This design comes from an exercise in tuning for small area on the open sky130 flow, not from production work.
In this exercise RTL edits were held to simulation tests only and were not proved equivalent to the original.
Power is estimated from default activity; no workload was simulated.

Design video_in_to_axis, start of the top module:
module video_in_to_axis #(
    parameter int WIDTH      = bdc_pkg::WIDTH_DEF,
    parameter int HEIGHT     = bdc_pkg::HEIGHT_DEF,
    parameter int DATA_WIDTH = bdc_pkg::DATA_WIDTH_DEF,
    parameter int FIFO_DEPTH = 64,
    parameter bit VSYNC_POL  = 1'b1
)(
    input  logic                          clk,
    input  logic                          rst_n,
    input  logic [DATA_WIDTH-1:0]         vid_data,
    input  logic                          vid_de,
    input  logic                          vid_vsync,
    output logic [DATA_WIDTH-1:0]         m_axis_tdata,
    output logic                          m_axis_tvalid,
    output logic                          m_axis_tlast,
    output logic                          m_axis_tuser,
    input  logic                          m_axis_tready,
    input  logic                          ovf_clr,
    output logic                          overflow,
    output logic [bdc_pkg::DROP_CNT_W-1:0]         drop_cnt,
    output logic [$clog2(FIFO_DEPTH):0]   fifo_level,
    output logic [15:0]                   meas_width,
    output logic [15:0]                   meas_height,
    output logic                          meas_valid
);
export LEC_CHECK = 0
export CAP_MARGIN = 20
export CORE_MARGIN = 2
export CORE_UTILIZATION = 75
export PLACE_DENSITY = 0.82
export SLEW_MARGIN = 20
export SYNTH_HIERARCHICAL = 1
create_clock -name core_clock -period 6.0 [get_ports {clk}]
standard.sh (not shown) runs the stock make flow with config.mk's settings and CLKGATE_MAP_FILE= SYNTH_SCRIPT=/design/flow/synth_recipe.tcl, a recipe that flattens the netlist after the stock synthesis.
==> flow/flow/run.sh <==
#!/bin/bash
# Own layout flow: the standard layout (standard.sh, all of it), with two changes passed to
# ORFS through its own variables:
# - port buffers are the smallest buffer (buf_1) instead of the flow's default pick;
# - clock tree: clkbuf_8 buffers, sink clusters of at most 18 sinks within 45 um, and no dummy
#   loads for balancing.
# All tool output goes to logs in this folder (standard.log here, ORFS's per-step logs under orfs/logs).
set -e
export BUFFER_PORTS_ARGS="-buffer_cell sky130_fd_sc_hd__buf_1"
export CTS_ARGS="-sink_clustering_enable -repair_clock_nets -dont_use_dummy_load -sink_clustering_size 18 -sink_clustering_max_diameter 45 -buf_list sky130_fd_sc_hd__clkbuf_8"
bash standard.sh > standard.log 2>&1
The starting point produced a clean layout.
Then changed:
==> flow/flow/run.sh (replaced) <==
#!/bin/bash
# Own layout flow: the standard layout (standard.sh, all of it), with changes passed to ORFS
# through its own variables:
# - port buffers are the smallest buffer (buf_1) instead of the flow's default pick;
# - clock tree: clkbuf_8 buffers, sink clusters of at most 16 sinks within 40 um, and no dummy
#   loads for balancing;
# - after global routing, gates off the critical paths are downsized (RECOVER_POWER).
# All tool output goes to logs in this folder (standard.log here, ORFS's per-step logs under orfs/logs).
set -e
export BUFFER_PORTS_ARGS="-buffer_cell sky130_fd_sc_hd__buf_1"
export CTS_ARGS="-sink_clustering_enable -repair_clock_nets -dont_use_dummy_load -sink_clustering_size 16 -sink_clustering_max_diameter 40 -buf_list sky130_fd_sc_hd__clkbuf_8"
export RECOVER_POWER=100
bash standard.sh > standard.log 2>&1
Settings changed: CAP_MARGIN 20 to 10, SLEW_MARGIN 20 to 10.
After rerunning: Now the flow finished with capacitance limit, slew limit left. Count of clock-buffer cells in the layout increases by 15. Design area stays flat. Die area is unchanged. Clock power increases by a few percent. Critical path depth shrinks by 1. Power increases slightly. Flip-flop and latch count does not change. Setup slack gets worse by 0.75 ns. Via count rises slightly. Global-route usage grows by 0.41 points.
Then changed:
==> flow/flow/run.sh (replaced) <==
#!/bin/bash
# Own layout flow: the standard layout (standard.sh, all of it), with changes passed to ORFS
# through its own variables:
# - port buffers are the smallest buffer (buf_1) instead of the flow's default pick;
# - clock tree: clkbuf_4 leaf buffers for sink clusters of at most 10 sinks within 30 um,
#   clkbuf_8 above them, and no dummy loads for balancing.
# All tool output goes to logs in this folder (standard.log here, ORFS's per-step logs under orfs/logs).
set -e
export BUFFER_PORTS_ARGS="-buffer_cell sky130_fd_sc_hd__buf_1"
export CTS_ARGS="-sink_clustering_enable -repair_clock_nets -dont_use_dummy_load -sink_clustering_size 10 -sink_clustering_max_diameter 30 -sink_clustering_buffer sky130_fd_sc_hd__clkbuf_4 -buf_list sky130_fd_sc_hd__clkbuf_8"
bash standard.sh > standard.log 2>&1
Settings changed: CAP_MARGIN 10 to 20, CORE_UTILIZATION 75 to 60, PLACE_DENSITY 0.82 to 0.7, SLEW_MARGIN 10 to 20.
Effect: This time the run finished with timing, DRC and antenna clean; clock power grows by 12%; total power rose by 3.0%; worst setup slack is better by 0.64 ns; via count came out higher by 1.2%; cell area grows by 1.8%; clock skew is higher by 0.016 ns; first-iteration DRC count drops by 0.80%.
Then changed:
==> flow/flow/run.sh (replaced) <==
#!/bin/bash
# Own layout flow: the standard layout (standard.sh, all of it), with two changes passed to
# ORFS through its own variables:
# - port buffers are the smallest buffer (buf_1) instead of the flow's default pick;
# - clock tree: clkbuf_8 buffers, sink clusters of at most 21 sinks within 45 um, and no dummy
#   loads for balancing.
# All tool output goes to logs in this folder (standard.log here, ORFS's per-step logs under orfs/logs).
set -e
export BUFFER_PORTS_ARGS="-buffer_cell sky130_fd_sc_hd__buf_1"
export CTS_ARGS="-sink_clustering_enable -repair_clock_nets -dont_use_dummy_load -sink_clustering_size 21 -sink_clustering_max_diameter 45 -buf_list sky130_fd_sc_hd__clkbuf_8"
bash standard.sh > standard.log 2>&1
Settings changed: CORE_UTILIZATION 60 to 75, PLACE_DENSITY 0.7 to 0.82.
=> The new run completed with no timing, DRC or antenna violations; wire length goes down by a few percent; sequential power barely changes; utilization goes up by 15 points.


Starting RTL as in the previous note.
Settings: LEC_CHECK=0, CAP_MARGIN=10, CORE_MARGIN=2, CORE_UTILIZATION=60, PLACE_DENSITY=0.7, SLEW_MARGIN=10, SYNTH_HIERARCHICAL=1; clock period 6.0 ns.
==> flow/flow/run.sh <==
#!/bin/bash
# Own layout flow: the standard layout (standard.sh, all of it), with changes passed to ORFS
# through its own variables:
# - port buffers are the smallest buffer (buf_1) instead of the flow's default pick;
# - clock tree: clkbuf_8 buffers, sink clusters of at most 16 sinks within 40 um, and no dummy
#   loads for balancing;
# - after global routing, gates off the critical paths are downsized (RECOVER_POWER).
# All tool output goes to logs in this folder (standard.log here, ORFS's per-step logs under orfs/logs).
set -e
export BUFFER_PORTS_ARGS="-buffer_cell sky130_fd_sc_hd__buf_1"
export CTS_ARGS="-sink_clustering_enable -repair_clock_nets -dont_use_dummy_load -sink_clustering_size 16 -sink_clustering_max_diameter 40 -buf_list sky130_fd_sc_hd__clkbuf_8"
export RECOVER_POWER=100
bash standard.sh > standard.log 2>&1
The baseline reached the layout checks and failed them: capacitance limit, slew limit.
Change:
==> flow/flow/run.sh (replaced) <==
#!/bin/bash
# Own layout flow: the standard layout (standard.sh, all of it), with two changes passed to
# ORFS through its own variables:
# - port buffers are the smallest buffer (buf_1) instead of the flow's default pick;
# - clock tree: clkbuf_8 buffers, sink clusters of at most 18 sinks within 45 um, and no dummy
#   loads for balancing.
# All tool output goes to logs in this folder (standard.log here, ORFS's per-step logs under orfs/logs).
set -e
export BUFFER_PORTS_ARGS="-buffer_cell sky130_fd_sc_hd__buf_1"
export CTS_ARGS="-sink_clustering_enable -repair_clock_nets -dont_use_dummy_load -sink_clustering_size 18 -sink_clustering_max_diameter 45 -buf_list sky130_fd_sc_hd__clkbuf_8"
bash standard.sh > standard.log 2>&1
--- a/flow/config.mk
+++ b/flow/config.mk
@@ -6,8 +6,8 @@
 export NUM_CORES = 4
 export LEC_CHECK = 0
-export CAP_MARGIN = 10
+export CAP_MARGIN = 20
 export CORE_MARGIN = 2
 export CORE_UTILIZATION = 60
 export PLACE_DENSITY = 0.7
-export SLEW_MARGIN = 10
+export SLEW_MARGIN = 20
 export SYNTH_HIERARCHICAL = 1
This time the run passed the timing, design-rule and antenna checks.
Register-to-register slack improved by 600 ps.
Count of clock-buffer cells in the layout goes down by 25.
Die area does not change.
Worst hold slack got worse by 25 ps.
Clock power goes down by 7.0%.
First-iteration DRC count goes down by 2.1%.
Sequential share of layout area goes up by 0.11 points.
Final area hardly moves.
Total power goes down by 2.0%.
Cell count goes down by 0.62%.
Change:
==> flow/flow/run.sh (replaced) <==
#!/bin/bash
# Own layout flow: the standard layout (standard.sh, all of it), with two changes passed to
# ORFS through its own variables:
# - port buffers are the smallest buffer (buf_1) instead of the flow's default pick;
# - clock tree: clkbuf_8 buffers, sink clusters of at most 19 sinks within 58 um, and no dummy
#   loads for balancing.
# All tool output goes to logs in this folder (standard.log here, ORFS's per-step logs under orfs/logs).
set -e
export BUFFER_PORTS_ARGS="-buffer_cell sky130_fd_sc_hd__buf_1"
export CTS_ARGS="-sink_clustering_enable -repair_clock_nets -dont_use_dummy_load -sink_clustering_size 19 -sink_clustering_max_diameter 58 -buf_list sky130_fd_sc_hd__clkbuf_8"
bash standard.sh > standard.log 2>&1
--- a/flow/config.mk
+++ b/flow/config.mk
@@ -8,6 +8,6 @@
 export CAP_MARGIN = 20
 export CORE_MARGIN = 2
-export CORE_UTILIZATION = 60
-export PLACE_DENSITY = 0.7
+export CORE_UTILIZATION = 75
+export PLACE_DENSITY = 0.82
 export SLEW_MARGIN = 20
 export SYNTH_HIERARCHICAL = 1
Flip-flop and latch count stays the same.
Clock-buffer cell count decreases by 34.
Hold slack is better by 65 ps.

## port drivers added, routing unchanged
In the flow no input, the clock included, has a driving cell. The finished layouts below were timed again as built, in two steps. Step 1, drivers: a clkbuf_16 drives clk and a buf_2 each remaining input, both assumed. Step 2 adds t to the input delays and takes it off the output delays; t is the mean of the earliest and latest rising clock arrival at the registers after step 1. Input paths then give back, and output paths get back, about the clock's delay inside the block. Three values: ideal ports, drivers, drivers and shift; two values: the first two.
| run | shift t [ns] | slack for setup (ns) | worst hold slack (ns) | clock arrival spread, ns | worst data-port slew with drivers (ns) |
|---|---|---|---|---|---|
| the first run of note 1 | 0.861 | 1.494 / 1.494 / 1.334 | 0.314 / 0.314 / 0.314 | 0.123 / 0.123 | 0.05 |
| the second run of note 1 | 0.901 | 0.749 / 0.749 / 0.188 | 0.310 / 0.310 / 0.310 | 0.088 / 0.088 | 0.05 |
| the third run of note 1 | 0.980 | 1.385 / 1.385 / 1.307 | 0.230 / 0.230 / 0.230 | 0.120 / 0.121 | 0.06 |
| the fourth run of note 1 | 0.854 | 1.521 / 1.521 / 1.247 | 0.305 / 0.305 / 0.305 | 0.124 / 0.124 | 0.05 |
| the first run of note 2 | 0.889 | 0.834 / 0.834 / 0.174 | 0.280 / 0.280 / 0.280 | 0.096 / 0.096 | 0.06 |
| the second run of note 2 | 0.874 | 1.437 / 1.437 / 1.387 | 0.255 / 0.255 / 0.255 | 0.126 / 0.126 | 0.06 |
| the third run of note 2 | 0.824 | 1.601 / 1.601 / 1.364 | 0.320 / 0.320 / 0.320 | 0.088 / 0.088 | 0.05 |
For the first run of note 2, which loses most, drivers alone change the setup slack by 0.000 ns; drivers and shift together by -0.660 ns.
